Source: an optimization exercise on an open RTL-to-GDS flow (aim: a short achievable clock period and few clock cycles). Production flows keep margins and buffers that such runs may drop.
RTL that was checked went through simulation tests only; none was proved equivalent to the original.
No functional check of the RTL was part of runs 1, 2 and 4.
Power and IR drop assume default switching activity.

==> flow/design.v <==
package isaPkg;
	typedef logic [17:0] instrT;
	typedef logic [15:0] dataT;
	typedef logic [3:0] regSelT;
	typedef logic [3:0] opcodeT;
	typedef struct packed {
		logic low;
		logic negative;
		logic zero;
	} flagsT;
	localparam int NUM_REGS = 16;
	localparam regSelT LINK_REG = 4'd12;
	localparam regSelT SP_REG = 4'd13;
	localparam logic [1:0] TYPE_N = 2'b00;
	localparam opcodeT N_REG_ALU = 4'd0;
	localparam opcodeT N_MEM_REG = 4'd1;
	localparam opcodeT MOVMR = 4'd0;
	localparam opcodeT MOVRM = 4'd1;
	localparam opcodeT ALU_INC = 4'd0;
	localparam opcodeT ALU_DEC = 4'd1;
	localparam opcodeT ADD = 4'd2;
	localparam opcodeT SUB = 4'd3;
	localparam opcodeT AND = 4'd4;
	localparam opcodeT OR = 4'd5;
	localparam opcodeT XOR = 4'd6;
	localparam opcodeT NOT = 4'd7;
	localparam opcodeT LSH = 4'd8;
	localparam opcodeT RSH = 4'd9;
	localparam opcodeT ARSH = 4'd10;
	localparam opcodeT CMP = 4'd11;
	localparam opcodeT MOVR = 4'd12;
	localparam opcodeT MUL = 4'd13;
	localparam opcodeT FMUL = 4'd14;
	localparam opcodeT CALL = 4'd4;
	localparam opcodeT MOVMRI = 4'd5;
	localparam opcodeT MOVRMI = 4'd6;
	localparam opcodeT RET = 4'd7;
	localparam opcodeT JL = 4'd8;
	localparam opcodeT JLE = 4'd9;
	localparam opcodeT JNE = 4'd10;
	localparam opcodeT JE = 4'd11;
	localparam opcodeT POP = 4'd12;
	localparam opcodeT PUSH = 4'd13;
	localparam opcodeT PUSHI = 4'd14;
	localparam opcodeT INCDEC = 4'd15;
	localparam logic [1:0] INCR = 2'd0;
	localparam logic [1:0] DECR = 2'd1;
endpackage
package corePkg;
	typedef enum logic [1:0] {
		ST_FETCH,
		ST_EXEC,
		ST_MEM,
		ST_WB
	} seqStateT;
	typedef enum logic {
		OPB_REG,
		OPB_IMM
	} operandSelT;
	typedef enum logic [1:0] {
		WB_ALU,
		WB_MEM,
		WB_PCLINK
	} wbDataSelT;
	typedef enum logic [1:0] {
		PC_INC,
		PC_JUMP,
		PC_LINK
	} pcSelT;
	typedef enum logic [1:0] {
		ADR_PC,
		ADR_IMM,
		ADR_SRCREG,
		ADR_SP
	} addrSelT;
endpackage
module cpuTop (
	input  logic        clk,
	input  logic        rst,
	input  logic [17:0] wbDatIn,
	input  logic        wbAck,
	output logic [15:0] wbAdr,
	output logic [15:0] wbDatOut,
	output logic        wbWe,
	output logic        wbCyc,
	output logic        wbStb
);
	logic [15:0] bAdr, bDatOut;
	logic        bWe, bIdle, bCyc;    
	localparam int CW = 5;             
	localparam int CN = 1 << CW;
	localparam int TW = 16 - CW;
	localparam int PW = 16;            
	localparam logic [3:0] OP_ADD = 4'd2;
	localparam logic [3:0] OP_SUB = 4'd3;
	localparam logic [3:0] OP_AND = 4'd4;
	localparam logic [3:0] OP_OR = 4'd5;
	localparam logic [3:0] OP_XOR = 4'd6;
	localparam logic [3:0] OP_NOT = 4'd7;
	localparam logic [3:0] OP_LSH = 4'd8;
	localparam logic [3:0] OP_RSH = 4'd9;
	localparam logic [3:0] OP_ARSH = 4'd10;
	localparam logic [3:0] OP_PASSB = 4'd12;
	logic [15:0] regs [16];
	logic        fLow, fNeg, fZero;
	logic [15:0] fpc;                  
	logic [15:0] pfp;                  
	logic        pcV;                  
	logic [15:0] pcAdr;
	logic [CN-1:0] cV;
	logic [TW-1:0] cTag [CN];
	logic [17:0]   cDat [CN];
	logic [CN-1:0] cJ, cR;             
	logic        dV;
	logic [17:0] dIr;
	logic [15:0] dPc, dPred;
	logic        eV;
	logic [3:0]  eOp;
	logic        eSub, eWr, eFlagWr, eLowSub;
	logic [3:0]  eWIdx;
	logic [15:0] eA, eB, eS;
	logic        eFwdA, eFwdB, eFwdS;
	logic        eLd, eSt;
	logic [1:0]  eAdrSel;
	logic        eJcc, eCall, eRet;
	logic [1:0]  eCond;
	logic [15:0] eTarget, ePcInc, ePred;
	logic        eEqT, eEqI;
	logic [15:0] r1;                   
	logic        r1Wr, r1Flag, r1Low;
	logic [3:0]  r1Idx;
	logic        ldPend;               
	logic [3:0]  ldDst;
	logic        qV, qWe;              
	logic [15:0] qAdr, qDat;
	logic        bFetch, bLoad;        
	assign bCyc = !bIdle;
	assign wbStb = wbCyc;
	logic ack, busFree;
	assign ack = bCyc & wbAck;
	assign busFree = !bCyc | wbAck;
	logic [15:0] A, B, S, bOp, res, memAdr, npc, npcZ, npcNZ;
	logic [16:0] sum;
	logic        curLow, curNeg, curZero, takenZ, takenNZ, mispZ, mispNZ, mispO;
	logic        misp, eMem, eStall, eGo;
	assign A = eFwdA ? r1 : eA;
	assign B = eFwdB ? r1 : eB;
	assign S = eFwdS ? r1 : eS;
	assign bOp = eSub ? ~B : B;
	always_comb begin
		logic [15:0] g, p, gg, pp, c;
		g = A & bOp;
		p = A ^ bOp;
		gg = g;
		pp = p;
		for (int d = 1; d < 16; d = d * 2)
			for (int i = 15; i >= d; i--) begin
				gg[i] = gg[i] | (pp[i] & gg[i-d]);
				pp[i] = pp[i] & pp[i-d];
			end
		c[0] = eSub;
		for (int i = 1; i < 16; i++)
			c[i] = gg[i-1] | (pp[i-1] & eSub);
		sum[15:0] = p ^ c;
		sum[16] = gg[15] | (pp[15] & eSub);
	end
	always_comb begin
		case (eOp)
			OP_ADD, OP_SUB: res = sum[15:0];
			OP_AND: res = A & B;
			OP_OR: res = A | B;
			OP_XOR: res = A ^ B;
			OP_NOT: res = ~B;
			OP_LSH: res = A << B[3:0];
			OP_RSH: res = A >> B[3:0];
			OP_ARSH: res = 16'($signed(A) >>> B[3:0]);
			default: res = B;
		endcase
	end
	assign curLow = r1Flag ? r1Low : fLow;
	assign curNeg = r1Flag ? r1[15] : fNeg;
	assign curZero = r1Flag ? (r1 == 16'd0) : fZero;
	always_comb begin
		case (eCond)
			2'd0: begin takenZ = curLow | curNeg; takenNZ = curLow | curNeg; end
			2'd1: begin takenZ = 1'b1; takenNZ = curLow | curNeg; end
			2'd2: begin takenZ = 1'b0; takenNZ = 1'b1; end
			default: begin takenZ = 1'b1; takenNZ = 1'b0; end
		endcase
	end
	assign npcZ = (eCall || (eJcc && takenZ)) ? eTarget : ePcInc;
	assign npcNZ = (eCall || (eJcc && takenNZ)) ? eTarget : ePcInc;
	assign npc = eRet ? A : curZero ? npcZ : npcNZ;
	assign mispZ = eJcc && (takenZ ? !eEqT : !eEqI);
	assign mispNZ = eJcc && (takenNZ ? !eEqT : !eEqI);
	assign mispO = eRet ? (A != ePred) : (eCall && !eEqT);
	assign misp = eV && (mispO || (curZero ? mispZ : mispNZ));
	assign memAdr = (eAdrSel == 2'd1) ? A : (eAdrSel == 2'd2) ? A - 16'd1 : B;
	assign eMem = eLd || eSt;
	assign eStall = eV && eMem && qV;
	assign eGo = eV && !eStall;
	logic        isN, immForm, isAlu, aluWr, flagWr;
	logic [3:0]  nsub, sop, op, rd, rs, rp, idxA, idxS;
	logic        isCall, isRet, isJcc, isPush, isPop, isIncDec;
	logic        isLd, isSt, isMovmr, isMovrm, isMovmri, isMovrmi;
	logic [15:0] absAdr, dPcInc, rdA, rdB, rdS, valB;
	logic        useRegB, dWr;
	logic [3:0]  dWIdx, dOp;
	logic        haz, dGo;
	assign isN = dIr[17:16] == 2'b00;
	assign nsub = dIr[15:12];
	assign sop = dIr[17:14];
	assign rd = dIr[11:8];
	assign rs = dIr[3:0];
	assign rp = dIr[13:10];
	assign immForm = isN && nsub[3:1] != 3'b000;
	assign op = immForm ? nsub : dIr[7:4];
	assign isAlu = isN && nsub != 4'd1;
	assign aluWr = isAlu && ((op >= 4'd2 && op <= 4'd10) || op == 4'd12);
	assign flagWr = isAlu && (op >= 4'd2 && op <= 4'd11);
	assign isMovmr = isN && nsub == 4'd1 && dIr[7:4] == 4'd0;
	assign isMovrm = isN && nsub == 4'd1 && dIr[7:4] == 4'd1;
	assign isCall = sop == 4'd4;
	assign isMovmri = sop == 4'd5;
	assign isMovrmi = sop == 4'd6;
	assign isRet = sop == 4'd7;
	assign isJcc = sop[3:2] == 2'b10;
	assign isPop = sop == 4'd12 && rp != 4'd12 && rp != 4'd13;
	assign isPush = sop == 4'd13;
	assign isIncDec = sop == 4'd15 && !dIr[13];
	assign isLd = isMovmr || isMovmri || isPop;
	assign isSt = isMovrm || isMovrmi || isPush;
	assign absAdr = {2'b00, dIr[13:0]};
	assign dPcInc = dPc + 16'd1;
	assign idxA = (isPush || isPop) ? 4'd13 : isRet ? 4'd12 : rd;
	assign idxS = isPush ? rp : rd;
	assign rdA = (r1Wr && r1Idx == idxA) ? r1 : regs[idxA];
	assign rdB = (r1Wr && r1Idx == rs) ? r1 : regs[rs];
	assign rdS = (r1Wr && r1Idx == idxS) ? r1 : regs[idxS];
	assign useRegB = isN && (nsub == 4'd0 || nsub == 4'd1);
	always_comb begin
		if (useRegB)
			valB = rdB;
		else if (immForm)
			valB = {8'h00, dIr[7:0]};
		else if (isMovmri || isMovrmi)
			valB = absAdr;
		else if (isCall)
			valB = dPcInc;
		else
			valB = 16'd1;
	end
	always_comb begin
		if (isIncDec)
			dOp = dIr[12] ? OP_SUB : OP_ADD;
		else if (isPush)
			dOp = OP_ADD;
		else if (isPop)
			dOp = OP_SUB;
		else if (isCall)
			dOp = OP_PASSB;
		else if (op == 4'd11)
			dOp = OP_SUB;
		else
			dOp = op;
	end
	assign dWr = aluWr || isIncDec || isCall || isPush || isPop;
	assign dWIdx = isCall ? 4'd12 : (isPush || isPop) ? 4'd13 : rd;
	assign haz = ldPend && (isLd || rd == ldDst || rs == ldDst || rp == ldDst ||
		(!isN && ldDst[3:2] == 2'b11));
	assign dGo = dV && !haz && (!eV || eGo) && !misp;
	logic [CW-1:0] fIdx, pIdx;
	logic [CN-1:0] match;
	logic          hit, fMatch, dFree, cInsJ, cInsR;
	logic [17:0]   cIns;
	logic [15:0]   predC, predW, fpcInc, pfDist;
	logic          eIssue, pfHit, pfOk, pfOkR, lastF;
	logic          s2V, s2Miss, s2Free;
	logic [15:0]   s2Adr;
	assign fIdx = fpc[CW-1:0];
	always_comb
		for (int i = 0; i < CN; i++)
			match[i] = cV[i] && cTag[i] == fpc[15:CW];
	assign hit = match[fIdx];
	assign cIns = cDat[fIdx];
	assign cInsJ = cJ[fIdx];
	assign cInsR = cR[fIdx];
	assign fMatch = bCyc && bFetch && bAdr == fpc;
	assign dFree = !dV || dGo;
	assign fpcInc = fpc + 16'd1;
	function automatic logic isJump(logic [17:0] ins);
		isJump = ins[17:14] == 4'd4 || ins[17:16] == 2'b10;
	endfunction
	function automatic logic isRetIns(logic [17:0] ins);
		isRetIns = ins[17:14] == 4'd7;
	endfunction
	function automatic logic [15:0] predict(logic j, logic r, logic [13:0] target, logic [15:0] link,
			logic [15:0] seq);
		if (j)
			predict = {2'b00, target};
		else if (r)
			predict = link;
		else
			predict = seq;
	endfunction
	assign predC = predict(cInsJ, cInsR, cIns[13:0], regs[12], fpcInc);
	logic [15:0] predWNoJ;
	assign predWNoJ = isRetIns(wbDatIn) ? regs[12] : fpcInc;
	assign predW = isJump(wbDatIn) ? {2'b00, wbDatIn[13:0]} : predWNoJ;
	assign pIdx = pfp[CW-1:0];
	assign pfHit = cV[pIdx] && cTag[pIdx] == pfp[15:CW];
	assign pfDist = pfp - fpc;
	assign pfOk = pfDist != 16'd0 && pfDist <= 16'(PW);
	always_ff @(posedge clk)
		pfOkR <= pfOk;
	assign s2Free = !s2V || !s2Miss || !pcV;
	assign eIssue = eGo && eMem;
	logic        sel;
	logic [1:0]  nCyc, nWe, nBF, nBL, nQV, nIssF, nIssP, nToQ, nDV, nDLoad, nLd;
	logic [15:0] nAdr [2];
	logic [15:0] pA [2];
	logic [15:0] pD [2];
	logic [1:0]  pW;
	logic [15:0] nDat [2];
	logic [15:0] nFpc [2];
	logic [15:0] nPred [2];
	logic [17:0] nIr [2];
	logic [3:0]  hCyc, hWe, hBF, hBL, hQV, hIssF, hIssP, hToQ, hDV, hDLoad, hLd, hPW;
	logic [15:0] hAdr [4];
	logic [15:0] hPA [4];
	logic [15:0] hPD [4];
	logic [15:0] hDat [4];
	logic [15:0] hFpc [4];
	logic [15:0] hPred [4];
	logic [17:0] hIr [4];
	for (genvar k = 0; k < 2; k++) begin : g_next
		for (genvar h = 0; h < 2; h++) begin : g_hit
			busNext #(.ACK(k)) i_next (
				.wbCyc(bCyc), .wbWe(bWe), .bFetch(bFetch), .bLoad(bLoad),
				.wbAdr(bAdr), .wbDatOut(bDatOut),
				.qV(qV), .qWe(qWe), .qAdr(qAdr), .qDat(qDat),
				.fMatch(fMatch), .hit(h != 0), .cIns(cIns), .predC(predC),
				.wbDatIn(wbDatIn), .predW(predW),
				.misp(misp), .npc(npc), .fpc(fpc), .dFree(dFree), .dV(dV), .dGo(dGo),
				.eIssue(eIssue), .eSt(eSt), .eLd(eLd), .memAdr(memAdr), .stData(S),
				.pfp(pcAdr), .pfOk(pcV), .pfHit(1'b0), .ldPend(ldPend), .dGoLd(dGo && isLd),
				.nWbCyc(hCyc[k*2+h]), .nWbWe(hWe[k*2+h]), .nBFetch(hBF[k*2+h]), .nBLoad(hBL[k*2+h]),
				.nQV(hQV[k*2+h]), .issF(hIssF[k*2+h]), .issP(hIssP[k*2+h]), .toQ(hToQ[k*2+h]),
				.nWbAdr(hAdr[k*2+h]), .nWbDatOut(hDat[k*2+h]),
				.pAdr(hPA[k*2+h]), .pDatOut(hPD[k*2+h]), .pWe(hPW[k*2+h]),
				.nFpc(hFpc[k*2+h]), .nDV(hDV[k*2+h]), .dLoad(hDLoad[k*2+h]), .nDIr(hIr[k*2+h]),
				.nDPred(hPred[k*2+h]), .nLdPend(hLd[k*2+h])
			);
		end
		assign nCyc[k] = hit ? hCyc[k*2+1] : hCyc[k*2];
		assign nWe[k] = hit ? hWe[k*2+1] : hWe[k*2];
		assign nBF[k] = hit ? hBF[k*2+1] : hBF[k*2];
		assign nBL[k] = hit ? hBL[k*2+1] : hBL[k*2];
		assign nQV[k] = hit ? hQV[k*2+1] : hQV[k*2];
		assign nIssF[k] = hit ? hIssF[k*2+1] : hIssF[k*2];
		assign nIssP[k] = hit ? hIssP[k*2+1] : hIssP[k*2];
		assign nToQ[k] = hit ? hToQ[k*2+1] : hToQ[k*2];
		assign nDV[k] = hit ? hDV[k*2+1] : hDV[k*2];
		assign nDLoad[k] = hit ? hDLoad[k*2+1] : hDLoad[k*2];
		assign nLd[k] = hit ? hLd[k*2+1] : hLd[k*2];
		assign pW[k] = hit ? hPW[k*2+1] : hPW[k*2];
		assign nAdr[k] = hit ? hAdr[k*2+1] : hAdr[k*2];
		assign pA[k] = hit ? hPA[k*2+1] : hPA[k*2];
		assign pD[k] = hit ? hPD[k*2+1] : hPD[k*2];
		assign nDat[k] = hit ? hDat[k*2+1] : hDat[k*2];
		assign nFpc[k] = hit ? hFpc[k*2+1] : hFpc[k*2];
		assign nPred[k] = hit ? hPred[k*2+1] : hPred[k*2];
		assign nIr[k] = hit ? hIr[k*2+1] : hIr[k*2];
	end
	assign sel = bCyc & wbAck;
	always_ff @(posedge clk) begin
		if (rst) begin
			bIdle <= 1'b1;
			wbCyc <= 1'b0;
			bWe <= 1'b0;
			bFetch <= 1'b0;
			bLoad <= 1'b0;
			qV <= 1'b0;
			lastF <= 1'b0;
			pfp <= 16'd1;
			pcV <= 1'b0;
			s2V <= 1'b0;
			fpc <= '0;
			dV <= 1'b0;
			eV <= 1'b0;
			r1Wr <= 1'b0;
			r1Flag <= 1'b0;
			ldPend <= 1'b0;
			fLow <= 1'b0;
			fNeg <= 1'b0;
			fZero <= 1'b0;
			for (int i = 0; i < 16; i++)
				regs[i] <= '0;
			cV <= '0;
		end else begin
			bIdle <= !(sel ? nCyc[1] : nCyc[0]);
			wbCyc <= sel ? nCyc[1] : nCyc[0];
			bWe <= sel ? nWe[1] : nWe[0];
			bFetch <= sel ? nBF[1] : nBF[0];
			bLoad <= sel ? nBL[1] : nBL[0];
			qV <= sel ? nQV[1] : nQV[0];
			fpc <= sel ? nFpc[1] : nFpc[0];
			dV <= sel ? nDV[1] : nDV[0];
			ldPend <= sel ? nLd[1] : nLd[0];
			lastF <= sel ? nIssF[1] : nIssF[0];
			if (lastF) begin
				pfp <= bAdr + 16'd2;
				s2V <= 1'b0;
			end else if (!pfOkR) begin
				pfp <= fpcInc;
				s2V <= 1'b0;
			end else if (s2Free) begin
				pfp <= pfp + 16'd1;
				s2V <= 1'b1;
			end
			if (lastF)
				pcV <= 1'b1;
			else if (!pcV)
				pcV <= s2V && s2Miss;
			else if (sel ? nIssP[1] : nIssP[0])
				pcV <= 1'b0;
			if (ack && bFetch)
				cV[bAdr[CW-1:0]] <= 1'b1;
			if (ack && bWe && cTag[bAdr[CW-1:0]] == bAdr[15:CW])
				cV[bAdr[CW-1:0]] <= 1'b0;
			if (dGo)
				eV <= 1'b1;
			else if (eGo)
				eV <= 1'b0;
			r1Wr <= eGo && eWr;
			r1Flag <= eGo && eFlagWr;
			if (ack && bLoad)
				regs[ldDst] <= wbDatIn[15:0];
			if (r1Wr)
				regs[r1Idx] <= r1;
			if (r1Flag) begin
				fLow <= r1Low;
				fNeg <= r1[15];
				fZero <= r1 == 16'd0;
			end
		end
	end
	always_ff @(posedge clk) begin
		bAdr <= sel ? nAdr[1] : nAdr[0];
		bDatOut <= sel ? nDat[1] : nDat[0];
		if (nToQ[0] && !sel) begin
			qAdr <= memAdr;
			qDat <= S;
			qWe <= eSt;
		end
		if (ack && bFetch) begin
			cTag[bAdr[CW-1:0]] <= bAdr[15:CW];
			cDat[bAdr[CW-1:0]] <= wbDatIn;
			cJ[bAdr[CW-1:0]] <= isJump(wbDatIn);
			cR[bAdr[CW-1:0]] <= isRetIns(wbDatIn);
		end
		if (sel ? nDLoad[1] : nDLoad[0]) begin
			dIr <= sel ? nIr[1] : nIr[0];
			dPc <= fpc;
			dPred <= sel ? nPred[1] : nPred[0];
		end
		if (lastF)
			pcAdr <= bAdr + 16'd1;
		else if (!pcV)
			pcAdr <= s2Adr;
		if (s2Free) begin
			s2Adr <= pfp;
			s2Miss <= !pfHit;
		end
		r1 <= res;
		r1Idx <= eWIdx;
		r1Low <= eLowSub && !sum[16];
		if (dGo) begin
			eOp <= dOp;
			eSub <= dOp == OP_SUB;
			eWr <= dWr;
			eWIdx <= dWIdx;
			eFlagWr <= flagWr;
			eLowSub <= flagWr && (op == 4'd3 || op == 4'd11);
			eA <= rdA;
			eB <= valB;
			eS <= rdS;
			eFwdA <= eV && eWr && eWIdx == idxA;
			eFwdB <= useRegB && eV && eWr && eWIdx == rs;
			eFwdS <= eV && eWr && eWIdx == idxS;
			eLd <= isLd;
			eSt <= isSt;
			eAdrSel <= isPush ? 2'd1 : isPop ? 2'd2 : 2'd0;
			eJcc <= isJcc;
			eCall <= isCall;
			eRet <= isRet;
			eCond <= sop[1:0];
			eTarget <= absAdr;
			ePcInc <= dPcInc;
			ePred <= dPred;
			eEqT <= dPred == absAdr;
			eEqI <= dPred == dPcInc;
			if (isLd)
				ldDst <= isPop ? rp : rd;
		end else if (eV) begin
			eA <= A;
			eB <= B;
			eS <= S;
			eFwdA <= 1'b0;
			eFwdB <= 1'b0;
			eFwdS <= 1'b0;
		end
	end
	always_ff @(posedge clk) begin
		wbAdr <= sel ? pA[1] : pA[0];
		wbDatOut <= sel ? pD[1] : pD[0];
		wbWe <= sel ? pW[1] : pW[0];
	end
endmodule
module busNext #(
	parameter bit ACK = 1'b0
) (
	input  logic        wbCyc, wbWe, bFetch, bLoad,
	input  logic [15:0] wbAdr, wbDatOut,
	input  logic        qV, qWe,
	input  logic [15:0] qAdr, qDat,
	input  logic        fMatch, hit,
	input  logic [17:0] cIns,
	input  logic [15:0] predC,
	input  logic [17:0] wbDatIn,
	input  logic [15:0] predW,
	input  logic        misp,
	input  logic [15:0] npc, fpc,
	input  logic        dFree, dV, dGo,
	input  logic        eIssue, eSt, eLd,
	input  logic [15:0] memAdr, stData,
	input  logic [15:0] pfp,
	input  logic        pfOk, pfHit, ldPend, dGoLd,
	output logic        nWbCyc, nWbWe, nBFetch, nBLoad, nQV, issF, issP, toQ,
	output logic [15:0] nWbAdr, nWbDatOut,
	output logic [15:0] pAdr, pDatOut,
	output logic        pWe,
	output logic [15:0] nFpc,
	output logic        nDV, dLoad,
	output logic [17:0] nDIr,
	output logic [15:0] nDPred,
	output logic        nLdPend
);
	logic busFree, fromBus, fDel, useW, demand, fReq, memReq, issue, done;
	logic candWe, candFetch, candLoad;
	logic [15:0] candAdr, candDat, memOrNpc;
	assign done = ACK;
	assign busFree = ACK ? 1'b1 : !wbCyc;
	assign fromBus = ACK ? fMatch : 1'b0;
	assign fDel = dFree && !misp && (hit || fromBus);
	assign useW = !misp && fDel && fromBus;
	assign demand = !hit && !fMatch;
	assign memReq = qV || eIssue;
	assign fReq = misp || useW || demand;
	assign issue = busFree && (memReq || fReq || (pfOk && !pfHit));
	assign issF = issue && !memReq && fReq;
	assign issP = issue && !memReq && !fReq;
	assign toQ = !qV && eIssue && !busFree;
	assign memOrNpc = qV ? qAdr : eIssue ? memAdr : npc;
	assign candAdr = (useW && !memReq) ? predW : (memReq || misp) ? memOrNpc : demand ? fpc : pfp;
	assign candDat = qV ? qDat : stData;
	assign candWe = qV ? qWe : eIssue ? eSt : 1'b0;
	assign candFetch = !memReq;
	assign candLoad = qV ? !qWe : eIssue ? eLd : 1'b0;
	assign nWbCyc = issue ? 1'b1 : done ? 1'b0 : wbCyc;
	assign nWbWe = issue ? candWe : done ? 1'b0 : wbWe;
	assign nBFetch = issue ? candFetch : done ? 1'b0 : bFetch;
	assign nBLoad = issue ? candLoad : done ? 1'b0 : bLoad;
	assign nWbAdr = issue ? candAdr : wbAdr;
	assign nWbDatOut = issue ? candDat : wbDatOut;
	assign pAdr = busFree ? candAdr : wbAdr;
	assign pDatOut = busFree ? candDat : wbDatOut;
	assign pWe = busFree ? candWe : wbWe;
	assign nQV = (qV && busFree) ? 1'b0 : toQ ? 1'b1 : qV;
	assign nFpc = useW ? predW : misp ? npc : fDel ? predC : fpc;
	assign nDV = misp ? 1'b0 : fDel ? 1'b1 : dGo ? 1'b0 : dV;
	assign dLoad = fDel;
	assign nDIr = fromBus ? wbDatIn : cIns;
	assign nDPred = useW ? predW : predC;
	assign nLdPend = dGoLd ? 1'b1 : (done && bLoad) ? 1'b0 : ldPend;
endmodule
==> flow/flow/run.sh <==
#!/bin/bash
set -euo pipefail
bash standard.sh SETUP_SLACK_MARGIN=8 "BUFFER_PORTS_ARGS=-buffer_cell sky130_fd_sc_hd__buf_4" finish > make_finish.log 2>&1
==> flow/standard.sh <==
#!/bin/bash
# synth_recipe.tcl (not shown) runs the flow's synth.tcl, then flattens the netlist and writes it again
# the make line also repeats each setting of config.mk as NAME=value (left out here)
make -C /OpenROAD-flow-scripts/flow DESIGN_CONFIG=/design/flow/config.mk WORK_HOME=/design/flow/orfs CLKGATE_MAP_FILE= SYNTH_SCRIPT=/design/flow/synth_recipe.tcl "${@:-finish}"
==> flow/config.mk <==
export PLATFORM = sky130hd
export DESIGN_NAME = cpuTop
export DESIGN_NICKNAME = cpuTop
export VERILOG_FILES = /design/flow/design.v
export SDC_FILE = /design/flow/constraint.sdc
export NUM_CORES = 4
export LEC_CHECK = 0
export CAP_MARGIN = 20
export CORE_MARGIN = 2
export CORE_UTILIZATION = 40
export SLEW_MARGIN = 20
==> flow/constraint.sdc <==
create_clock -name core_clock -period 11.0 [get_ports {clk}]
set_input_delay 2.2000 -clock core_clock [delete_from_list [all_inputs] [get_ports {clk}]]
set_output_delay 2.2000 -clock core_clock [all_outputs]
set_load 0.01 [all_outputs]
==> flow_metrics.env, run 1 <==
export IMPL_globalplace_congestion=0.955
export IMPL_finalClockSkew_ns=0.0950
export IMPL_crit_top_cell="or3_4"
export IMPL_post_place_ws_ns=5.17
export IMPL_max_stage_delay_ns=0.82
export IMPL_async_flop_share_pct=0
export IMPL_tightest_slew_ns=1.14
export IMPL_gr_total_overflow=0
export IMPL_syn_area_um2=88700
export IMPL_slew_headroom_pct=23.7
export IMPL_netlist_instances=6306
export IMPL_grt_pass1_vias=63800
export IMPL_clock_sinks=1675
export IMPL_rows=172
export IMPL_arrival_ns=4.52
export IMPL_synth_top_area_share_pct=51.5
export IMPL_synth_edf_count=1520
export IMPL_synthSimpleGateAreaFrac_pct=6.74
export IMPL_seq_area_um2=48900
export IMPL_synth_mux_area_share_pct=19.7
export IMPL_cts_tree="yes"
export IMPL_viasPerCell=6.81
export IMPL_yosysTopAreaCell="edfxtp_1"
export IMPL_clock_fmax_mhz=261
export IMPL_cp_max_fo=5
export IMPL_cts_max_path_buffers=3
export IMPL_initial_core_util_pct=40.3
export IMPL_yosys_top_cells_area="edfxtp_1, mux4_2, dfxtp_1"
export IMPL_synth_compound_area_share_pct=9.08
export IMPL_drt_iter0_drc=11700
export IMPL_cts_root_buf="clkbuf_16"
export IMPL_layout_min_cycle_time_ns=3.82
export IMPL_setup_violations=0
export IMPL_num_io_pins=56
export IMPL_synth_fa_ha_area_share_pct=1.06
export IMPL_ys_flop_type="edfxtp_1"
export IMPL_core_um2=220000
export IMPL_crit_type="reg -> reg"
export IMPL_fin_nets=7125
export IMPL_finish_utilization_pct=53.0
export IMPL_synthesis_nets=6402
export IMPL_grt_pass1_wl_um=508000
export IMPL_htreeDepth=4
export IMPL_grt_start_max_net_pins=75
export IMPL_die_w_um=475
export IMPL_fin_ws_ns=7.18
export IMPL_drt_wl_total_um=385000
export IMPL_power_density_nw_per_um2=125
export IMPL_drt_pass1_iter_count=8
export IMPL_end_kind="register"
export IMPL_synthXorXnorAreaFrac_pct=5.75
export IMPL_rsz0062_at_grt="yes"
export IMPL_fillers=17400
export IMPL_antenna_found_initial=30
export IMPL_clk_latency_ns=0.88
export IMPL_ant_nets=0
export IMPL_hold_viol=0
export IMPL_synth_warnings=22
export IMPL_cp_required_ns=11.70
export IMPL_drv_cap=0
export IMPL_syn2layout_area_growth_pct=31.6
export IMPL_ys_seq_elements=1675
export IMPL_io_buffers=55
export IMPL_drive_above_1_share_pct=40.2
export IMPL_dp_hpwl_um=210000
export IMPL_p_leak_nw=39.6
export IMPL_synth_cell_types=89
export IMPL_cp_slowest_cell="edfxtp_1"
export IMPL_yosysSeqAreaShare_pct=55.0
export IMPL_fin_tns_setup_ns=0
export IMPL_startpoint_type="register"
export IMPL_wl_per_cell_um=37.9
export IMPL_run_status="finished clean"
export IMPL_drv_slew=0
export IMPL_grt_use_total_pct=32.1
export IMPL_synth_avg_cell_area_um2=14.1
export IMPL_hold_class="reg -> reg"
export IMPL_dieArea_um2=226000
export IMPL_hold_buffers=0
export IMPL_multi_input_area_um2=42600
export IMPL_synth_top_family_by_area="multiplexers"
export IMPL_via_count=69200
export IMPL_clk_pin_slew_ns=0.06
export IMPL_drc=0
export IMPL_cts_buffers=181
export IMPL_crit_chain="mux2i_4 > buf_6 > xnor2_2 > nor4_2 > nand4_1 > o211a_4 > or3_4 > or3_4 > a21o_4 > buf_12 > a221oi_4"
export IMPL_fin_crit_sh_pct=34.8
export IMPL_peakVddDrop_v=0.000117
export IMPL_dieHeight_um=475
through the flow:
step | area (um^2) | power [mW] | std cells | hold slack, ns
after detailed placement | 93600 | 8.16 | 8972 | 0.461
after global routing | 117000 | 14.9 | 10100 | 0.482
after floorplan | 90700 | 7.78 | 6306 | 0.403
final | 117000 | 14.7 | 10200 | 0.459
after global placement | 93500 | 8.15 | 8967 | 0.457
after CTS | 112000 | 14.5 | 9938 | 0.463
path summary, 6_finish.rpt:
check | from | to | slack [ns] | cells after the start
setup / recovery | eA[2] | wbAdr[0] | 7.18 | 11
hold / removal | bDatOut[14] | wbDatOut[14] | 0.46 | 1
setup reg to reg | eA[2] | wbAdr[0] | 7.18 | 11
hold reg to reg | bDatOut[14] | wbDatOut[14] | 0.46 | 1
critical path, delay by kind of cell (launching register included):
kind	cells	cell delay, ns
and+or+nand+nor	4	1.30
DFF	1	0.82
muxes	1	0.21
buffers and inverters	2	0.33
AOI/OAI and AO/OA	3	0.87
xor gates and xnor gates	1	0.13
cells in the mapped netlist, types with 16 or more instances:
library cell	count
a211oi_1	75
a21oi_1	284
a221oi_1	24
a22o_1	299
a22oi_1	41
a31oi_1	35
and2_1	19
and3_1	23
buf_1	97
buf_2	55
clkbuf_1	372
dfxtp_1	155
edfxtp_1	1520
ha_1	75
inv_1	82
mux2_2	92
mux2i_1	163
mux4_2	645
nand2_1	373
nand2b_1	28
nand3_1	127
nand4_1	63
nor2_1	356
nor2b_1	48
nor3_1	96
nor4_1	79
o211ai_1	31
o21a_1	16
o21ai_0	201
o221ai_1	24
or2_2	22
xnor2_1	308
xor2_1	274
metal layers:
metal  GRT usage (%)  vias to the layer above  routed length (um)
met2            46.2                     6201              161000
li1                -                    26500                   -
met1            42.5                    34900              135000
met3            11.1                     1543               57500
met4            17.8                       36               30100
met5               0                        -                 426
cell usage in the layout, fill, tap and decap left out, drive strengths merged, types with 28 or more instances in the layout:
cell	count
mux4	645
mux2i	178
buf	983
inv	90
dfxtp	155
ha	75
nor4	80
xnor2	308
a221oi	34
nand3	131
a22o	299
edfxtp	1520
nand2	374
nor2	358
clkinv	86
a22oi	41
clkbuf	277
nand4	63
nor3	98
bufbuf	28
a211oi	75
nand2b	28
a31oi	35
o211ai	31
xor2	274
a21oi	285
o21ai	205
nor2b	48
mux2	93
final cells by class:
| type | instances | share of cell area, % |
|---|---|---|
| Antenna cell | 12 | 0.0257 |
| Tap cell | 2958 | 3.17 |
| Clock inverter | 97 | 0.905 |
| Multi-Input combinational cell | 4021 | 36.5 |
| Inverter | 93 | 0.403 |
| Clock buffer | 245 | 4.32 |
| Sequential cell | 1675 | 41.9 |
| Timing Repair Buffer | 1043 | 12.6 |
| Timing Repair inverter | 14 | 0.196 |
flip-flops by register name (all words and copies together) (netlist names), 18 cells and up, named ones only:
register  count
cR           32
cJ           32
cV           32
cDat        576
regs        256
cTag        352
dIr          18
cells by family after synthesis:
| group | count (synthesis) |
|---|---|
| AOI/OAI and AO/OA | 1157 |
| xor gates and xnor gates | 582 |
| adders and majority gates | 75 |
| buffers and inverters | 621 |
| DFF | 1675 |
| muxes | 916 |
| and+or+nand+nor | 1280 |
where the power goes:
group	switching (mW)	total (mW)	internal, mW	leakage [nW]
clock network	2.80	6.27	3.48	2.96
registers	0.0947	7.11	7.02	15.5
logic	0.746	1.27	0.520	21.1
total	3.64	14.7	11.0	39.6
what timing repair did:
action	in CTS	in global routing
gates resized for setup	1055	507
endpoints found under the setup margin	2067	1584
pin swaps	195	171
cloned	109	53
setup buffers	515	154
==> inputs of run 2 (changes only) <==
--- a/flow/design.v
+++ b/flow/design.v
@@ -111,9 +111,12 @@
 	logic [TW-1:0] cTag [CN];
 	logic [17:0]   cDat [CN];
 	logic [CN-1:0] cJ, cR;             
+	logic          invV;               
+	logic [15:0]   invAdr;
 	logic        dV;
 	logic [17:0] dIr;
 	logic [15:0] dPc, dPred;
+	logic [3:0]  dIdxA, dIdxS;
 	logic        eV;
 	logic [3:0]  eOp;
 	logic        eSub, eWr, eFlagWr, eLowSub;
@@ -232,8 +235,22 @@
 	assign isSt = isMovrm || isMovrmi || isPush;
 	assign absAdr = {2'b00, dIr[13:0]};
 	assign dPcInc = dPc + 16'd1;
-	assign idxA = (isPush || isPop) ? 4'd13 : isRet ? 4'd12 : rd;
-	assign idxS = isPush ? rp : rd;
+	function automatic logic [3:0] idxAOf(logic [17:0] ins);
+		logic [3:0] s, p;
+		s = ins[17:14];
+		p = ins[13:10];
+		if (s == 4'd13 || (s == 4'd12 && p != 4'd12 && p != 4'd13))
+			idxAOf = 4'd13;
+		else if (s == 4'd7)
+			idxAOf = 4'd12;
+		else
+			idxAOf = ins[11:8];
+	endfunction
+	function automatic logic [3:0] idxSOf(logic [17:0] ins);
+		idxSOf = ins[17:14] == 4'd13 ? ins[13:10] : ins[11:8];
+	endfunction
+	assign idxA = dIdxA;
+	assign idxS = dIdxS;
 	assign rdA = (r1Wr && r1Idx == idxA) ? r1 : regs[idxA];
 	assign rdB = (r1Wr && r1Idx == rs) ? r1 : regs[rs];
 	assign rdS = (r1Wr && r1Idx == idxS) ? r1 : regs[idxS];
@@ -397,6 +414,7 @@
 			for (int i = 0; i < 16; i++)
 				regs[i] <= '0;
 			cV <= '0;
+			invV <= 1'b0;
 		end else begin
 			bIdle <= !(sel ? nCyc[1] : nCyc[0]);
 			wbCyc <= sel ? nCyc[1] : nCyc[0];
@@ -424,10 +442,11 @@
 				pcV <= s2V && s2Miss;
 			else if (sel ? nIssP[1] : nIssP[0])
 				pcV <= 1'b0;
+			invV <= ack && bWe;
+			if (invV && cTag[invAdr[CW-1:0]] == invAdr[15:CW])
+				cV[invAdr[CW-1:0]] <= 1'b0;
 			if (ack && bFetch)
 				cV[bAdr[CW-1:0]] <= 1'b1;
-			if (ack && bWe && cTag[bAdr[CW-1:0]] == bAdr[15:CW])
-				cV[bAdr[CW-1:0]] <= 1'b0;
 			if (dGo)
 				eV <= 1'b1;
 			else if (eGo)
@@ -453,6 +472,7 @@
 			qDat <= S;
 			qWe <= eSt;
 		end
+		invAdr <= bAdr;
 		if (ack && bFetch) begin
 			cTag[bAdr[CW-1:0]] <= bAdr[15:CW];
 			cDat[bAdr[CW-1:0]] <= wbDatIn;
@@ -461,6 +481,8 @@
 		end
 		if (sel ? nDLoad[1] : nDLoad[0]) begin
 			dIr <= sel ? nIr[1] : nIr[0];
+			dIdxA <= idxAOf(sel ? nIr[1] : nIr[0]);
+			dIdxS <= idxSOf(sel ? nIr[1] : nIr[0]);
 			dPc <= fpc;
 			dPred <= sel ? nPred[1] : nPred[0];
 		end
==> run 2 against run 1 <==
Compared with the run above:
- sequential power is 28% higher
- non-clock buffer count grew 141
- synthesized cell count rose by 0.65%
==> flow_metrics.env, run 2 <==
export IMPL_power_switching_mw=13.3
export IMPL_cp_required_ns=11.62
export IMPL_io_buffers=55
export IMPL_ant_nets=0
export IMPL_drt_pass1_iter_count=10
export IMPL_htreeDepth=4
export IMPL_p_clk_share_pct=19.9
export IMPL_synth_top_family_by_area="multiplexers"
export IMPL_r2r_cells=15
export IMPL_yosysSeqAreaShare_pct=54.7
export IMPL_drive_above_1_share_pct=41.3
export IMPL_rows=174
export IMPL_yosysMostFrequentCell="edfxtp_1"
export IMPL_p_leak_nw=40.8
export IMPL_fin_tns_setup_ns=0
export IMPL_layout_min_cycle_time_ns=3.81
export IMPL_fillers=17300
export IMPL_fin_nets=7345
export IMPL_wl_per_cell_um=38.9
export IMPL_drc=0
export IMPL_grt_pass1_vias=66600
export IMPL_ys_flop_type="edfxtp_1"
export IMPL_cts_max_path_buffers=3
export IMPL_fin_crit_sh_pct=34.6
export IMPL_async_flop_share_pct=0
export IMPL_peakVddDrop_v=0.000180
export IMPL_num_io_pins=56
export IMPL_finalClockSkew_ns=0.0736
export IMPL_tightest_slew_ns=1.21
export IMPL_slew_headroom_pct=19.2
export IMPL_internal_power_mw=18.9
export IMPL_finalPower_mw=32.2
export IMPL_synth_compound_area_share_pct=8.68
export IMPL_cp_max_fo=5
export IMPL_syn_area_um2=90100
export IMPL_netlist_instances=6347
export IMPL_die_w_um=479
export IMPL_synthSimpleGateAreaFrac_pct=6.98
export IMPL_grt_use_total_pct=33.6
export IMPL_ys_seq_elements=1699
export IMPL_grt_start_max_net_pins=67
export IMPL_end_kind="register"
export IMPL_clk_latency_ns=0.90
export IMPL_r2r_slack_ns=7.19
export IMPL_synth_fa_ha_area_share_pct=1.08
export IMPL_grt_pass1_wl_um=540000
export IMPL_mostFrequentLayoutCells="edfxtp_1, mux4_2, buf_4, xnor2_1, nand2_1"
export IMPL_globalplace_congestion=1.01
export IMPL_drv_cap=0
export IMPL_initial_core_util_pct=40.2
export IMPL_synth_top_area_share_pct=50.9
export IMPL_r2r_start="cTag[29][2]"
export IMPL_synth_edf_count=1528
export IMPL_cts_tree="yes"
export IMPL_synth_mux_area_share_pct=20.0
export IMPL_pwr_share_seq_pct=28.2
export IMPL_crit_type="reg -> reg"
export IMPL_largest_reg_flops=576
export IMPL_run_status="finished clean"
export IMPL_drt_iter0_drc=12200
export IMPL_syn2layout_area_growth_pct=34.3
export IMPL_drt_wl_total_um=405000
export IMPL_rsz0062_at_grt="yes"
export IMPL_hold_buffers=0
export IMPL_crit_start="cTag[29][2]"
export IMPL_setup_violations=0
export IMPL_synthesis_nets=6446
export IMPL_cts_buffers=185
export IMPL_antenna_found_initial=30
export IMPL_min_path_cells=1
export IMPL_r2r_end="bDatOut[14]"
export IMPL_yosys_top_cells_area="edfxtp_1, mux4_2, xnor2_1"
export IMPL_clock_fmax_mhz=263
export IMPL_arrival_ns=4.42
export IMPL_crit_end="bDatOut[14]"
export IMPL_hold_class="reg -> reg"
export IMPL_synth_avg_cell_area_um2=14.2
export IMPL_startpoint_type="register"
export IMPL_synthXorXnorAreaFrac_pct=5.62
export IMPL_dieHeight_um=479
export IMPL_hold_viol=0
export IMPL_dp_hpwl_um=227000
export IMPL_power_density_nw_per_um2=266
export IMPL_layout_commonest_cell="edfxtp_1"
export IMPL_comb_power_share_pct=51.9
export IMPL_core_um2=224000
export IMPL_gr_total_overflow=0
export IMPL_clk_pin_slew_ns=0.06
export IMPL_clock_sinks=1699
export IMPL_yosysTopAreaCell="edfxtp_1"
export IMPL_drv_slew=0
export IMPL_swShare_pct=41.2
export IMPL_cts_root_buf="clkbuf_16"
export IMPL_dieArea_um2=229000
export IMPL_synth_warnings=22
export IMPL_netlist_top_cells_count="edfxtp_1, mux4_2, xnor2_1"
export IMPL_via_count=71700
export IMPL_viasPerCell=6.88
export IMPL_synth_cell_types=93
-- run 2: changes by cell type in the layout (fill, tap and decap cells not counted), moves of 20 or more --
cell	delta
buf_12	+51
nor2_4	+21
a21oi_2	-28
o21ai_0	-32
o21ai_1	+41
buf_6	+41
buf_16	+58
nand2_1	-30
xor2_1	-90
a22o_1	-20
mux4_2	+27
xnor2_1	+87
nand4_1	+29
-- run 2: critical path, stage by stage, from the launching register on --
cell and delay [ns]:
edfxtp_1 0.49, xnor2_4 0.31, nand4_1 0.35, o41ai_2 0.56, o22ai_2 0.21, a311oi_4 0.29
buf_12 0.18, nor4_4 0.05, buf_6 0.16, nand2_4 0.08, nor4b_4 0.19, buf_4 0.17
nor2_4 0.04, buf_12 0.16, buf_12 0.15, buf_16 0.15
-- run 2: layout make-up --
class,count,area [um^2],share of cell area (%)
inverter,95,500,0.414
clock buffer,247,5190,4.29
multi-input combinational,4064,43400,35.9
tap,2992,3740,3.10
clock inverter,95,962,0.796
timing repair inverter,17,289,0.239
antenna,23,57.6,0.0476
sequential,1699,49500,40.9
timing repair buffer,1184,17300,14.3
-- run 2: worst min-delay path by stage --
stage	from	endpoint
6_report	bDatOut[14]	wbDatOut[14]
5_1_grt	bDatOut[12]	wbDatOut[12]
4_1_cts	bDatOut[14]	wbDatOut[14]
3_5_place_dp	bDatOut[12]	wbDatOut[12]
3_3_place_gp	bDatOut[0]	wbDatOut[0]
2_1_floorplan	bAdr[3]	invAdr[3]
-- run 2: power by group through the flow --
stage | clock (mW) | combinational, mW | sequential (mW)
floorplan | 0 | 7.78 | 8.68
global placement | 0 | 11.3 | 9.30
detailed placement | 0 | 11.4 | 9.31
CTS | 6.40 | 14.8 | 9.03
global route | 6.68 | 17.0 | 9.11
finish | 6.42 | 16.7 | 9.08
-- run 2: logic make-up after synthesis --
kind of cell | count (synthesis)
adders and majority gates | 78
and+or+nand+nor | 1320
buffers and inverters | 604
DFF | 1699
AOI/OAI and AO/OA | 1127
xor gates and xnor gates | 578
muxes | 941
-- run 2: per-layer routing --
layer / vias to the layer above / routed length, um / GRT usage (%)
li1: 27200 / - / -
met1: 36200 / 140000 / 43.6
met2: 6568 / 167000 / 47.5
met3: 1673 / 64100 / 13.4
met4: 30 / 32600 / 18.9
met5: - / 832 / 1.39
-- run 2: stage by stage --
stage	setup WS, ns	instances	hold slack [ns]	util (%)	cell area [um^2]
3_3_place_gp	5.46	9066	0.462	42.4	95100
4_1_cts	7.38	10200	0.474	52.1	117000
6_report	7.19	10400	0.469	53.9	121000
5_1_grt	7.21	10400	0.482	53.9	121000
2_1_floorplan	6.57	6347	0.346	-	92300
3_5_place_dp	5.37	9079	0.460	42.5	95300
-- run 2: timing repair --
action	CTS	global route
buffers inserted	627	137
cloned	165	42
endpoints found under the setup margin	2101	1917
pin swaps	249	175
gates resized for setup	1118	428
==> inputs of run 3 (changes only) <==
--- a/flow/design.v
+++ b/flow/design.v
@@ -112,6 +112,9 @@
 	logic [17:0]   cDat [CN];
 	logic [CN-1:0] cJ, cR;             
 	logic          invV;               
+	logic          fbV, fbHold;        
+	logic [15:0]   fbAdr;
+	logic [17:0]   fbDat;
 	logic [15:0]   invAdr;
 	logic        dV;
 	logic [17:0] dIr;
@@ -134,6 +137,9 @@
 	logic [3:0]  r1Idx;
 	logic        ldPend;               
 	logic [3:0]  ldDst;
+	logic        lbV;                  
+	logic [3:0]  lbDst;
+	logic [15:0] lbDat;
 	logic        qV, qWe;              
 	logic [15:0] qAdr, qDat;
 	logic        bFetch, bLoad;        
@@ -251,9 +257,16 @@
 	endfunction
 	assign idxA = dIdxA;
 	assign idxS = dIdxS;
-	assign rdA = (r1Wr && r1Idx == idxA) ? r1 : regs[idxA];
-	assign rdB = (r1Wr && r1Idx == rs) ? r1 : regs[rs];
-	assign rdS = (r1Wr && r1Idx == idxS) ? r1 : regs[idxS];
+	function automatic logic [15:0] readReg(logic [3:0] idx, logic [15:0] file, logic r1Hit,
+			logic [15:0] r1v, logic lbHit, logic [15:0] lbv);
+		if (r1Hit || lbHit)
+			readReg = r1Hit ? r1v : lbv;
+		else
+			readReg = file;
+	endfunction
+	assign rdA = readReg(idxA, regs[idxA], r1Wr && r1Idx == idxA, r1, lbV && lbDst == idxA, lbDat);
+	assign rdB = readReg(rs, regs[rs], r1Wr && r1Idx == rs, r1, lbV && lbDst == rs, lbDat);
+	assign rdS = readReg(idxS, regs[idxS], r1Wr && r1Idx == idxS, r1, lbV && lbDst == idxS, lbDat);
 	assign useRegB = isN && (nsub == 4'd0 || nsub == 4'd1);
 	always_comb begin
 		if (useRegB)
@@ -288,7 +301,7 @@
 	assign dGo = dV && !haz && (!eV || eGo) && !misp;
 	logic [CW-1:0] fIdx, pIdx;
 	logic [CN-1:0] match;
-	logic          hit, fMatch, dFree, cInsJ, cInsR;
+	logic          hit, fMatch, fMatchBus, dFree, cInsJ, cInsR;
 	logic [17:0]   cIns;
 	logic [15:0]   predC, predW, fpcInc, pfDist;
 	logic          eIssue, pfHit, pfOk, pfOkR, lastF;
@@ -302,7 +315,8 @@
 	assign cIns = cDat[fIdx];
 	assign cInsJ = cJ[fIdx];
 	assign cInsR = cR[fIdx];
-	assign fMatch = bCyc && bFetch && bAdr == fpc;
+	assign fMatchBus = bCyc && bFetch && bAdr == fpc;
+	assign fMatch = fMatchBus || fbHold;
 	assign dFree = !dV || dGo;
 	assign fpcInc = fpc + 16'd1;
 	function automatic logic isJump(logic [17:0] ins);
@@ -356,7 +370,7 @@
 				.wbCyc(bCyc), .wbWe(bWe), .bFetch(bFetch), .bLoad(bLoad),
 				.wbAdr(bAdr), .wbDatOut(bDatOut),
 				.qV(qV), .qWe(qWe), .qAdr(qAdr), .qDat(qDat),
-				.fMatch(fMatch), .hit(h != 0), .cIns(cIns), .predC(predC),
+				.fMatch(fMatch), .fMatchBus(fMatchBus), .hit(h != 0), .cIns(cIns), .predC(predC),
 				.wbDatIn(wbDatIn), .predW(predW),
 				.misp(misp), .npc(npc), .fpc(fpc), .dFree(dFree), .dV(dV), .dGo(dGo),
 				.eIssue(eIssue), .eSt(eSt), .eLd(eLd), .memAdr(memAdr), .stData(S),
@@ -415,6 +429,9 @@
 				regs[i] <= '0;
 			cV <= '0;
 			invV <= 1'b0;
+			lbV <= 1'b0;
+			fbV <= 1'b0;
+			fbHold <= 1'b0;
 		end else begin
 			bIdle <= !(sel ? nCyc[1] : nCyc[0]);
 			wbCyc <= sel ? nCyc[1] : nCyc[0];
@@ -445,16 +462,19 @@
 			invV <= ack && bWe;
 			if (invV && cTag[invAdr[CW-1:0]] == invAdr[15:CW])
 				cV[invAdr[CW-1:0]] <= 1'b0;
-			if (ack && bFetch)
-				cV[bAdr[CW-1:0]] <= 1'b1;
+			fbV <= ack && bFetch;
+			fbHold <= sel && bFetch && fMatchBus && !dFree && !misp;
+			if (fbV)
+				cV[fbAdr[CW-1:0]] <= 1'b1;
 			if (dGo)
 				eV <= 1'b1;
 			else if (eGo)
 				eV <= 1'b0;
 			r1Wr <= eGo && eWr;
 			r1Flag <= eGo && eFlagWr;
-			if (ack && bLoad)
-				regs[ldDst] <= wbDatIn[15:0];
+			lbV <= ack && bLoad;
+			if (lbV)
+				regs[lbDst] <= lbDat;
 			if (r1Wr)
 				regs[r1Idx] <= r1;
 			if (r1Flag) begin
@@ -473,11 +493,15 @@
 			qWe <= eSt;
 		end
 		invAdr <= bAdr;
-		if (ack && bFetch) begin
-			cTag[bAdr[CW-1:0]] <= bAdr[15:CW];
-			cDat[bAdr[CW-1:0]] <= wbDatIn;
-			cJ[bAdr[CW-1:0]] <= isJump(wbDatIn);
-			cR[bAdr[CW-1:0]] <= isRetIns(wbDatIn);
+		lbDst <= ldDst;
+		lbDat <= wbDatIn[15:0];
+		fbAdr <= bAdr;
+		fbDat <= wbDatIn;
+		if (fbV) begin
+			cTag[fbAdr[CW-1:0]] <= fbAdr[15:CW];
+			cDat[fbAdr[CW-1:0]] <= fbDat;
+			cJ[fbAdr[CW-1:0]] <= isJump(fbDat);
+			cR[fbAdr[CW-1:0]] <= isRetIns(fbDat);
 		end
 		if (sel ? nDLoad[1] : nDLoad[0]) begin
 			dIr <= sel ? nIr[1] : nIr[0];
@@ -546,7 +570,7 @@
 	input  logic [15:0] wbAdr, wbDatOut,
 	input  logic        qV, qWe,
 	input  logic [15:0] qAdr, qDat,
-	input  logic        fMatch, hit,
+	input  logic        fMatch, fMatchBus, hit,
 	input  logic [17:0] cIns,
 	input  logic [15:0] predC,
 	input  logic [17:0] wbDatIn,
@@ -573,7 +597,7 @@
 	logic [15:0] candAdr, candDat, memOrNpc;
 	assign done = ACK;
 	assign busFree = ACK ? 1'b1 : !wbCyc;
-	assign fromBus = ACK ? fMatch : 1'b0;
+	assign fromBus = ACK ? fMatchBus : 1'b0;
 	assign fDel = dFree && !misp && (hit || fromBus);
 	assign useW = !misp && fDel && fromBus;
 	assign demand = !hit && !fMatch;
==> run 3 against run 2 <==
Compared with the run above:
- still clean
- utilization fell by 2.3 points
- sequential power fell by 15%
- total power fell by 42%
- cell count fell by 1.9%
- cell area fell by 3.9%
- largest cell class unchanged
- highest routed layer unchanged
==> flow_metrics.env, run 3 <==
export IMPL_dieHeight_um=480
export IMPL_synth_warnings=22
export IMPL_dp_cells=9143
export IMPL_drt_iter0_drc=11000
export IMPL_async_flop_share_pct=0
export IMPL_end_kind="register"
export IMPL_crit_top_cell="buf_12"
export IMPL_setup_violations=0
export IMPL_syn_area_um2=90700
export IMPL_p_clk_share_pct=34.3
export IMPL_gr_total_overflow=0
export IMPL_arrival_ns=4.17
export IMPL_netlist_instances=6433
export IMPL_hold_class="reg -> reg"
export IMPL_clock_sinks=1724
export IMPL_syn2layout_area_growth_pct=28.0
export IMPL_crit_chain="buf_6 > buf_12 > mux2i_2 > buf_6 > xnor2_1 > nor4_2 > nand2_1 > o31ai_4 > buf_12 > buf_12 > nand2_8 > or3_4 > and3_4 > nor2_4 > buf_12 > clkbuf_16"
export IMPL_drive_above_1_share_pct=39.1
export IMPL_grt_busiest_layer="met2"
export IMPL_internal_power_mw=13.0
export IMPL_htreeDepth=4
export IMPL_gr_usage_met2_pct=46.3
export IMPL_layout_commonest_cell="edfxtp_1"
export IMPL_startpoint_type="register"
export IMPL_max_stage_delay_ns=0.44
export IMPL_cts_root_buf="clkbuf_16"
export IMPL_via_count=68500
export IMPL_rsz0062_at_grt="yes"
export IMPL_synthesis_nets=6528
export IMPL_peakVddDrop_v=0.000127
export IMPL_dieArea_um2=231000
export IMPL_yosys_top_cells_area="edfxtp_1, mux4_2, dfxtp_1"
export IMPL_synth_top_area_share_pct=50.6
export IMPL_met3_usage_pct=8.03
export IMPL_clock_fmax_mhz=279
export IMPL_power_switching_mw=5.79
export IMPL_die_w_um=480
export IMPL_dpl_cell_area_um2=95600
export IMPL_cp_max_fo=5
export IMPL_finalPower_mw=18.8
export IMPL_drc=0
export IMPL_mostFrequentLayoutCells="edfxtp_1, mux4_2, buf_4, nand2_1, xnor2_1"
export IMPL_fin_area_um2=116000
export IMPL_ant_nets=0
export IMPL_fin_tns_setup_ns=0
export IMPL_synth_cell_types=93
export IMPL_globalplace_congestion=0.966
export IMPL_grt_use_total_pct=30.9
export IMPL_yosysMostFrequentCell="edfxtp_1"
export IMPL_cp_slowest_cell="edfxtp_1"
export IMPL_fillers=18200
export IMPL_cts_buffers=187
export IMPL_cp_required_ns=11.58
export IMPL_layout_min_cycle_time_ns=3.59
export IMPL_rows=174
export IMPL_drv_slew=0
export IMPL_hold_viol=0
export IMPL_ys_seq_elements=1724
export IMPL_io_buffers=55
export IMPL_drt_pass1_iter_count=12
export IMPL_p_leak_nw=38.8
export IMPL_finish_utilization_pct=51.6
export IMPL_crit_type="reg -> reg"
export IMPL_finalClockSkew_ns=0.0994
export IMPL_met1_usage_pct=40.1
export IMPL_ys_flop_type="edfxtp_1"
export IMPL_fin_nets=7144
export IMPL_synth_edf_count=1528
export IMPL_largest_reg_flops=576
export IMPL_swShare_pct=30.8
export IMPL_initial_core_util_pct=40.3
export IMPL_clk_latency_ns=0.90
export IMPL_cts_tree="yes"
export IMPL_antenna_found_initial=22
export IMPL_grt_pass1_wl_um=506000
export IMPL_run_status="finished clean"
export IMPL_dp_hpwl_um=215000
export IMPL_core_um2=225000
export IMPL_grt_pass1_vias=64500
export IMPL_final_cell_count_no_fill=10200
export IMPL_yosysTopAreaCell="edfxtp_1"
export IMPL_clk_pin_slew_ns=0.06
export IMPL_slew_headroom_pct=20.6
export IMPL_power_density_nw_per_um2=162
export IMPL_tightest_slew_ns=1.19
export IMPL_fin_crit_sh_pct=32.6
export IMPL_wl_per_cell_um=36.0
export IMPL_viasPerCell=6.71
export IMPL_drt_wl_total_um=368000
export IMPL_hold_buffers=0
export IMPL_drv_cap=0
export IMPL_comb_power_share_pct=24.6
export IMPL_cts_max_path_buffers=3
export IMPL_synth_avg_cell_area_um2=14.1
export IMPL_yosysSeqAreaShare_pct=54.9
export IMPL_netlist_top_cells_count="edfxtp_1, mux4_2, clkbuf_1"
export IMPL_pwr_share_seq_pct=41.1
export IMPL_grt_start_max_net_pins=97
export IMPL_num_io_pins=56
run 3: cell types whose count changed in the layout (fill, tap and decap cells not counted), moves of 24 or more:
cell	delta
o21ai_1	-53
a22oi_1	+37
clkbuf_16	-26
nor4_2	+26
xor2_1	+67
xnor2_1	-69
buf_4	+91
nand4_1	+24
buf_6	-96
buf_12	-123
buf_16	-62
o21ai_0	+65
run 3: kinds of logic (layout without fill, tap and decap cells):
| group | after synthesis | in the layout | synth area share [%] |
|---|---|---|---|
| and+or+nand+nor | 1263 | 1270 | 6.73 |
| xor gates and xnor gates | 593 | 593 | 5.72 |
| other | 0 | 11 | 0 |
| DFF | 1724 | 1724 | 54.9 |
| muxes | 915 | 916 | 19.3 |
| buffers and inverters | 632 | 1396 | 2.86 |
| adders and majority gates | 74 | 74 | 1.02 |
| AOI/OAI and AO/OA | 1232 | 1238 | 9.48 |
run 3: timing repair:
action,in CTS,in global routing
buffers inserted,443,163
resized for setup,1005,387
pin swaps,210,140
setup endpoints to repair,2018,920
cloned,95,8
run 3: per-layer routing:
| metal | part of all wire, % | up-vias |
|---|---|---|
| met2 | 44 | 5426 |
| met1 | 35 | 34800 |
| met3 | 12 | 1364 |
| li1 | - | 27000 |
| met4 | 7.8 | 14 |
| met5 | 0.064 | - |
run 3: through the flow:
step           hold slack [ns]  setup WS [ns]
2_1_floorplan            0.346           6.71
4_1_cts                  0.475           7.40
3_5_place_dp             0.458           5.58
5_1_grt                  0.481           7.36
3_3_place_gp             0.453           5.63
6_report                 0.471           7.41
run 3: power groups by stage:
stage / Sequential, mW / Combinational [mW] / Clock, mW
after floorplan: 7.72 / 2.11 / 0
after global placement: 7.89 / 3.18 / 0
after detailed placement: 7.90 / 3.19 / 0
after CTS: 7.73 / 4.17 / 6.50
after global routing: 7.75 / 4.72 / 6.76
final: 7.74 / 4.63 / 6.46
run 3: area by class of cell:
class	count	area (um^2)	share of cell area (%)
Sequential cell	1724	50000	43.0
Antenna cell	11	27.5	0.0237
Timing Repair Buffer	956	12000	10.3
Timing Repair inverter	1	8.76	0.00754
Tap cell	2992	3740	3.22
Multi-Input combinational cell	4091	43700	37.6
Clock buffer	250	5170	4.45
Clock inverter	101	1060	0.916
Inverter	88	444	0.382
run 3: worst max-delay path, delay by kind of cell (launching register included):
| family | cells | cell delay [ns] |
|---|---|---|
| AOI/OAI and AO/OA | 1 | 0.23 |
| xor gates and xnor gates | 1 | 0.10 |
| buffers and inverters | 7 | 1.05 |
| DFF | 1 | 0.44 |
| muxes | 1 | 0.24 |
| and+or+nand+nor | 6 | 1.19 |
run 3: worst paths after layout:
check	from	end	slack, ns	cells past startpoint
worst min register to register	bDatOut[1]	wbDatOut[1]	0.47	1
worst min-delay path	bDatOut[1]	wbDatOut[1]	0.47	1
worst max register to register	eFwdA	bAdr[12]	7.41	16
worst max-delay path	eFwdA	bAdr[12]	7.41	16
Testbench counts of run 3, summed over its fixed seeds: cycles 42,657.
==> inputs of run 4 (changes only) <==
--- a/flow/design.v
+++ b/flow/design.v
@@ -131,7 +131,7 @@
 	logic        eJcc, eCall, eRet;
 	logic [1:0]  eCond;
 	logic [15:0] eTarget, ePcInc, ePred;
-	logic        eEqT, eEqI;
+	logic        eEqT, eEqI, eRetEq;
 	logic [15:0] r1;                   
 	logic        r1Wr, r1Flag, r1Low;
 	logic [3:0]  r1Idx;
@@ -202,7 +202,7 @@
 	assign npc = eRet ? A : curZero ? npcZ : npcNZ;
 	assign mispZ = eJcc && (takenZ ? !eEqT : !eEqI);
 	assign mispNZ = eJcc && (takenNZ ? !eEqT : !eEqI);
-	assign mispO = eRet ? (A != ePred) : (eCall && !eEqT);
+	assign mispO = eRet ? (eFwdA ? r1 != ePred : !eRetEq) : (eCall && !eEqT);
 	assign misp = eV && (mispO || (curZero ? mispZ : mispNZ));
 	assign memAdr = (eAdrSel == 2'd1) ? A : (eAdrSel == 2'd2) ? A - 16'd1 : B;
 	assign eMem = eLd || eSt;
@@ -215,7 +215,7 @@
 	logic [15:0] absAdr, dPcInc, rdA, rdB, rdS, valB;
 	logic        useRegB, dWr;
 	logic [3:0]  dWIdx, dOp;
-	logic        haz, dGo;
+	logic        haz, dGo, dAdv;
 	assign isN = dIr[17:16] == 2'b00;
 	assign nsub = dIr[15:12];
 	assign sop = dIr[17:14];
@@ -298,7 +298,8 @@
 	assign dWIdx = isCall ? 4'd12 : (isPush || isPop) ? 4'd13 : rd;
 	assign haz = ldPend && (isLd || rd == ldDst || rs == ldDst || rp == ldDst ||
 		(!isN && ldDst[3:2] == 2'b11));
-	assign dGo = dV && !haz && (!eV || eGo) && !misp;
+	assign dAdv = dV && !haz && (!eV || eGo);
+	assign dGo = dAdv && !misp;
 	logic [CW-1:0] fIdx, pIdx;
 	logic [CN-1:0] match;
 	logic          hit, fMatch, fMatchBus, dFree, cInsJ, cInsR;
@@ -466,7 +467,7 @@
 			fbHold <= sel && bFetch && fMatchBus && !dFree && !misp;
 			if (fbV)
 				cV[fbAdr[CW-1:0]] <= 1'b1;
-			if (dGo)
+			if (dAdv && !misp)
 				eV <= 1'b1;
 			else if (eGo)
 				eV <= 1'b0;
@@ -521,7 +522,7 @@
 		r1 <= res;
 		r1Idx <= eWIdx;
 		r1Low <= eLowSub && !sum[16];
-		if (dGo) begin
+		if (dAdv) begin
 			eOp <= dOp;
 			eSub <= dOp == OP_SUB;
 			eWr <= dWr;
@@ -546,21 +547,29 @@
 			ePred <= dPred;
 			eEqT <= dPred == absAdr;
 			eEqI <= dPred == dPcInc;
+			eRetEq <= rdA == dPred;
 			if (isLd)
 				ldDst <= isPop ? rp : rd;
 		end else if (eV) begin
 			eA <= A;
 			eB <= B;
 			eS <= S;
+			eRetEq <= A == ePred;
 			eFwdA <= 1'b0;
 			eFwdB <= 1'b0;
 			eFwdS <= 1'b0;
 		end
 	end
 	always_ff @(posedge clk) begin
-		wbAdr <= sel ? pA[1] : pA[0];
-		wbDatOut <= sel ? pD[1] : pD[0];
-		wbWe <= sel ? pW[1] : pW[0];
+		if (rst) begin
+			wbAdr <= '0;
+			wbDatOut <= '0;
+			wbWe <= 1'b0;
+		end else begin
+			wbAdr <= sel ? pA[1] : pA[0];
+			wbDatOut <= sel ? pD[1] : pD[0];
+			wbWe <= sel ? pW[1] : pW[0];
+		end
 	end
 endmodule
 module busNext #(
@@ -617,8 +626,8 @@
 	assign nWbWe = issue ? candWe : done ? 1'b0 : wbWe;
 	assign nBFetch = issue ? candFetch : done ? 1'b0 : bFetch;
 	assign nBLoad = issue ? candLoad : done ? 1'b0 : bLoad;
-	assign nWbAdr = issue ? candAdr : wbAdr;
-	assign nWbDatOut = issue ? candDat : wbDatOut;
+	assign nWbAdr = busFree ? candAdr : wbAdr;
+	assign nWbDatOut = busFree ? candDat : wbDatOut;
 	assign pAdr = busFree ? candAdr : wbAdr;
 	assign pDatOut = busFree ? candDat : wbDatOut;
 	assign pWe = busFree ? candWe : wbWe;
==> run 4 against run 3 <==
Compared with the run above:
- clock skew down 0.041 ns
- via count down 2.4%
- clock power down 0.8%
- die area about the same
- still clean on timing, DRC and antenna
==> flow_metrics.env, run 4 <==
export IMPL_run_status="finished clean"
export IMPL_netlist_instances=6515
export IMPL_slew_headroom_pct=19.2
export IMPL_yosysTopAreaCell="edfxtp_1"
export IMPL_fin_nets=7050
export IMPL_startpoint_type="register"
export IMPL_grt_use_total_pct=29.7
export IMPL_core_um2=225000
export IMPL_synth_mux_area_share_pct=18.9
export IMPL_syn_area_um2=90700
export IMPL_synth_cell_types=99
export IMPL_drt_wl_total_um=353000
export IMPL_rows=174
export IMPL_min_from="bDatOut[0]"
export IMPL_layout_commonest_cell="edfxtp_1"
export IMPL_netlist_top_cells_count="edfxtp_1, mux4_2, nand2_1"
export IMPL_cts_buffers=188
export IMPL_grt_start_max_net_pins=71
export IMPL_wl_per_cell_um=34.9
export IMPL_cts_tree="yes"
export IMPL_clock_sinks=1725
export IMPL_hold_slack_ns=0.465
export IMPL_clk_latency_ns=0.91
export IMPL_finalClockSkew_ns=0.0584
export IMPL_grt_pass1_wl_um=488000
export IMPL_dieHeight_um=480
export IMPL_synth_compound_area_share_pct=9.35
export IMPL_end_kind="register"
export IMPL_min_path_cells=2
export IMPL_fillers=18800
export IMPL_gr_total_overflow=0
export IMPL_drc=0
export IMPL_clk_pin_slew_ns=0.06
export IMPL_setup_violations=0
export IMPL_io_buffers=55
export IMPL_fin_tns_setup_ns=0
export IMPL_dp_hpwl_um=211000
export IMPL_synth_top_family_by_area="multiplexers"
export IMPL_globalplace_congestion=0.987
export IMPL_die_w_um=480
export IMPL_multi_input_area_um2=42600
export IMPL_hold_class="reg -> reg"
export IMPL_async_flop_share_pct=0
export IMPL_ant_nets=0
export IMPL_cts_root_buf="clkbuf_16"
export IMPL_r2r_cells=15
export IMPL_synth_warnings=22
export IMPL_hold_buffers=0
export IMPL_mostFrequentLayoutCells="edfxtp_1, mux4_2, buf_4, nand2_1, xor2_1"
export IMPL_ys_seq_elements=1725
export IMPL_cts_max_path_buffers=3
export IMPL_htreeDepth=4
export IMPL_via_count=66900
export IMPL_crit_type="reg -> reg"
export IMPL_tightest_slew_ns=1.21
export IMPL_yosysMostFrequentCell="edfxtp_1"
export IMPL_rsz0062_at_grt="yes"
export IMPL_power_density_nw_per_um2=271
export IMPL_cp_max_fo=7
export IMPL_ys_flop_type="edfxtp_1"
export IMPL_syn2layout_area_growth_pct=24.1
export IMPL_synth_edf_count=1497
export IMPL_num_io_pins=56
export IMPL_drv_slew=0
export IMPL_r2r_end="wbAdr[15]"
export IMPL_yosysSeqAreaShare_pct=54.6
export IMPL_p_leak_nw=37.6
export IMPL_crit_start="fpc[7]"
export IMPL_synthXorXnorAreaFrac_pct=6.02
export IMPL_cp_required_ns=11.68
export IMPL_peakVddDrop_v=0.000188
[run 4: how the worst max path moves through the flow]
stage,to,slack (ns)
final,wbAdr[15],7.33
after global routing,wbAdr[15],7.31
after CTS,wbAdr[11],7.36
after detailed placement,regs[11][2],5.79
after global placement,regs[3][2],5.87
after floorplan,regs[0][0],7.01
[run 4: cells by family after synthesis]
kind of cell	after synthesis
flops	1725
simple gates	1320
compound gates	1234
mux	887
buf+inv	652
xor+xnor	623
fa+ha+maj	74
[run 4: cell type report]
| class | count | share of cell area, % |
|---|---|---|
| diodes | 5 | 0.0111 |
| clock buffers | 251 | 4.54 |
| clock inverters | 102 | 0.945 |
| inverters | 97 | 0.419 |
| multi-input cells | 4151 | 37.9 |
| flip-flops and latches | 1725 | 44.2 |
| well taps | 2992 | 3.33 |
| repair buffers | 787 | 8.68 |
| repair inverters | 5 | 0.0334 |
[run 4: metal layers]
layer	global-route usage, %	part of all wire (%)
met1	40.3	37
met2	44.0	44
met3	7.31	12
met4	15.6	6.5
met5	0	0.0060
[run 4: repair_timing]
item | in CTS | in global routing
pin swaps | 176 | 137
buffers inserted | 340 | 131
cloned | 67 | 18
resized for setup | 754 | 327
endpoints found under the setup margin | 1258 | 756
[run 4: where the power goes]
group | total (mW) | switching [mW] | internal [mW]
Sequential | 8.86 | 0.767 | 8.10
Clock | 6.41 | 2.79 | 3.61
Combinational | 15.3 | 8.84 | 6.42
Total | 30.5 | 12.4 | 18.1
[run 4: worst max-delay path: stages, from the launching register on]
cell and delay, ns:
dfxtp_4 0.39, buf_12 0.17, buf_12 0.16, buf_6 0.13, xnor2_2 0.11, nand4_1 0.10
nor4_1 0.06, a221o_1 0.35, a32oi_2 0.31, nor3b_4 0.09, buf_12 0.15, buf_6 0.12
or4b_4 0.55, a31oi_4 0.24, nor3_4 0.07, o41ai_4 0.47
[run 4: stage by stage]
| step | cells | util (%) | power [mW] | area (um^2) | worst slack [ns] |
|---|---|---|---|---|---|
| 6_report | 10100 | 50.0 | 30.5 | 113000 | 7.33 |
| 5_1_grt | 10100 | 50.0 | 31.3 | 113000 | 7.31 |
| 4_1_cts | 9961 | 48.7 | 29.0 | 110000 | 7.36 |
| 3_5_place_dp | 9201 | 42.3 | 19.9 | 95200 | 5.79 |
| 3_3_place_gp | 9201 | 42.3 | 19.8 | 95200 | 5.87 |
| 2_1_floorplan | 6515 | - | 16.0 | 92200 | 7.01 |
